Source: an optimization exercise on an open RTL-to-GDS flow (aim: small area, a short achievable clock period and few clock cycles). Production flows keep margins and buffers that such runs may drop. Function was checked by simulation only, so behaviour that the tests miss may differ from the original. Power figures rest on the tool's default switching activity, not on a simulated workload.

Design source_text_tokenizer_top, start of the top module:
module source_text_tokenizer_top (
  input  logic        clk_i,
  input  logic        rst_ni,
  input  logic        in_valid,
  output logic        in_ready,
  input  logic [7:0]  in_text_byte,
  input  logic        in_end_of_text,
  output logic        out_valid,
  input  logic        out_ready,
  output logic [5:0]  out_kind,
  output logic [23:0] out_start_offset,
  output logic [15:0] out_token_length,
  output logic [15:0] out_token_line,
  output logic [15:0] out_token_col,
  output logic [7:0]  out_string_byte,
  output logic        out_last
);
==> flow/config.mk <==
export PLATFORM = sky130hd
export DESIGN_NAME = source_text_tokenizer_top
export DESIGN_NICKNAME = source_text_tokenizer_top
export VERILOG_FILES = /design/flow/design.v
export SDC_FILE = /design/flow/constraint.sdc
export NUM_CORES = 4
export LEC_CHECK = 0
export CAP_MARGIN = 20
export CORE_MARGIN = 2
export CORE_UTILIZATION = 55
export PLACE_DENSITY = 0.7
export SLEW_MARGIN = 20
==> flow/constraint.sdc <==
create_clock -name core_clock -period 9.0 [get_ports {clk_i}]
set_input_delay 1.8000 -clock core_clock [delete_from_list [all_inputs] [get_ports {clk_i}]]
set_output_delay 1.8000 -clock core_clock [all_outputs]
set_load 0.01 [all_outputs]
standard.sh (not shown) runs the stock make flow with config.mk's settings and CLKGATE_MAP_FILE= SYNTH_SCRIPT=/design/flow/synth_recipe.tcl, a recipe that flattens the netlist after the stock synthesis.
==> flow/flow/run.sh <==
#!/bin/bash
set -euo pipefail
export BUFFER_PORTS_ARGS="-buffer_cell sky130_fd_sc_hd__buf_1"
export CTS_ARGS="-sink_clustering_enable -repair_clock_nets -dont_use_dummy_load -buf_list sky130_fd_sc_hd__clkbuf_8 -sink_buffer_max_cap_derate 0.6"
export SETUP_SLACK_MARGIN=5.65
bash standard.sh > standard_flow.log 2>&1
Testbench counts at the start, summed over its fixed seeds: cycles 24,429.
Rerun with:
CORE_UTILIZATION = 60   (was 55)
GPL_TIMING_DRIVEN = 0   (was default)
What happened: The new run completed without violations; via count goes up slightly; maximum frequency goes up slightly; total power goes up slightly; sequential share of layout area goes down by 1.2 points; sequential power stays flat.
Rerun with:
CORE_UTILIZATION = 65   (was 60)
GPL_TIMING_DRIVEN = default   (was 0)
PLACE_DENSITY = 0.75   (was 0.7)
Die area fell by a little under a tenth.
Wire length decreases slightly.
Worst setup slack improved by 84 ps.
Non-clock buffer count is lower by 69.
Via count decreases slightly.
Maximum frequency increases by a few percent.
Clock-buffer cell count is unchanged.
Rerun with:
==> flow/flow/run.sh (replaced) <==
#!/bin/bash
set -euo pipefail
export BUFFER_PORTS_ARGS="-buffer_cell sky130_fd_sc_hd__buf_1"
export CTS_ARGS="-sink_clustering_enable -repair_clock_nets -dont_use_dummy_load -buf_list sky130_fd_sc_hd__clkbuf_8 -sink_buffer_max_cap_derate 0.6"
export SETUP_SLACK_MARGIN=5.72
bash standard.sh > standard_flow.log 2>&1
CORE_UTILIZATION = 60   (was 65)
PLACE_DENSITY = 0.7   (was 0.75)
After rerunning:
- global-route usage drops by 2.9 points
- routed wire length climbs by 1.2%
- register-to-register slack degrades by 80 ps
- final area came out higher by 2.4%
- setup slack is worse by 76 ps
- worst hold slack gets worse by 12 ps
- critical path depth decreases by 1
- first-iteration DRC count goes down by 11%


Another version of the RTL of source_text_tokenizer_top (not shown whole).
For scale: about 1300 cells after synthesis, roughly 100 I/O pins.
==> flow/config.mk <==
export PLATFORM = sky130hd
export DESIGN_NAME = source_text_tokenizer_top
export DESIGN_NICKNAME = source_text_tokenizer_top
export VERILOG_FILES = /design/flow/design.v
export SDC_FILE = /design/flow/constraint.sdc
export NUM_CORES = 4
export LEC_CHECK = 0
export ABC_CLOCK_PERIOD_IN_PS = 4000
export CAP_MARGIN = 20
export CORE_MARGIN = 2
export CORE_UTILIZATION = 30
export PLACE_DENSITY = 0.45
export SETUP_SLACK_MARGIN = 5
export SLEW_MARGIN = 20
==> flow/constraint.sdc <==
create_clock -name core_clock -period 9.0 [get_ports {clk_i}]
set_input_delay 1.8000 -clock core_clock [delete_from_list [all_inputs] [get_ports {clk_i}]]
set_output_delay 1.8000 -clock core_clock [all_outputs]
set_load 0.01 [all_outputs]
run.sh (not shown) runs the stock make flow with config.mk's settings and CLKGATE_MAP_FILE= SYNTH_SCRIPT=/design/flow/synth_recipe.tcl, a recipe that flattens the netlist after the stock synthesis.
Stock flow here: none of the scripts above is used.
Testbench counts at the start, summed over its fixed seeds: cycles 24,452.
Then changed:
Settings changed: ABC_CLOCK_PERIOD_IN_PS 4000 to default.
The changed run finished with timing, DRC and antenna clean.
Synthesized cell count does not change.
Setup slack does not change.
Wire length stays the same.
Design area stays the same.
Die area does not change.
Maximum frequency stays the same.
Clock skew stays the same.

-- separate check: timing with driven ports --
The flow's constraints put no driver on any port. The routed layouts listed below were extracted and timed again, unchanged, in two steps.
Step 1 assumes that a clkbuf_16 drives the clock port and a buf_2 every other input.
Step 2, shift: input delay + t, output delay - t, t = (earliest + latest rising clock arrival at the registers) / 2. This alone moves slack from input paths to output paths.
Slacks: no drivers / after step 1 / after step 2; pairs: no drivers / after step 1.
run | shift t [ns] | setup WS [ns] | worst setup path at the end | clock arrival spread, ns | cell pins on the clock port's net
the first run of note 1 | 0.499 | 5.575 / 5.575 / 5.314 | input to register | 0.049 / 0.048 | 1
the second run of note 1 | 0.507 | 5.619 / 5.619 / 5.119 | input to register | 0.043 / 0.044 | 1
the third run of note 1 | 0.520 | 5.703 / 5.681 / 5.256 | input to register | 0.045 / 0.045 | 1
the fourth run of note 1 | 0.491 | 5.627 / 5.627 / 5.308 | input to register | 0.042 / 0.042 | 1
the first run of note 2 | 0.508 | 5.089 / 5.089 / 4.626 | input to register | 0.013 / 0.013 | 1
the second run of note 2 | 0.508 | 5.089 / 5.089 / 4.626 | input to register | 0.013 / 0.013 | 1
After both steps setup and hold are still met in every run listed. For the second run of note 1, which loses most, drivers alone change the setup slack by 0.000 ns; drivers and shift together by -0.500 ns.
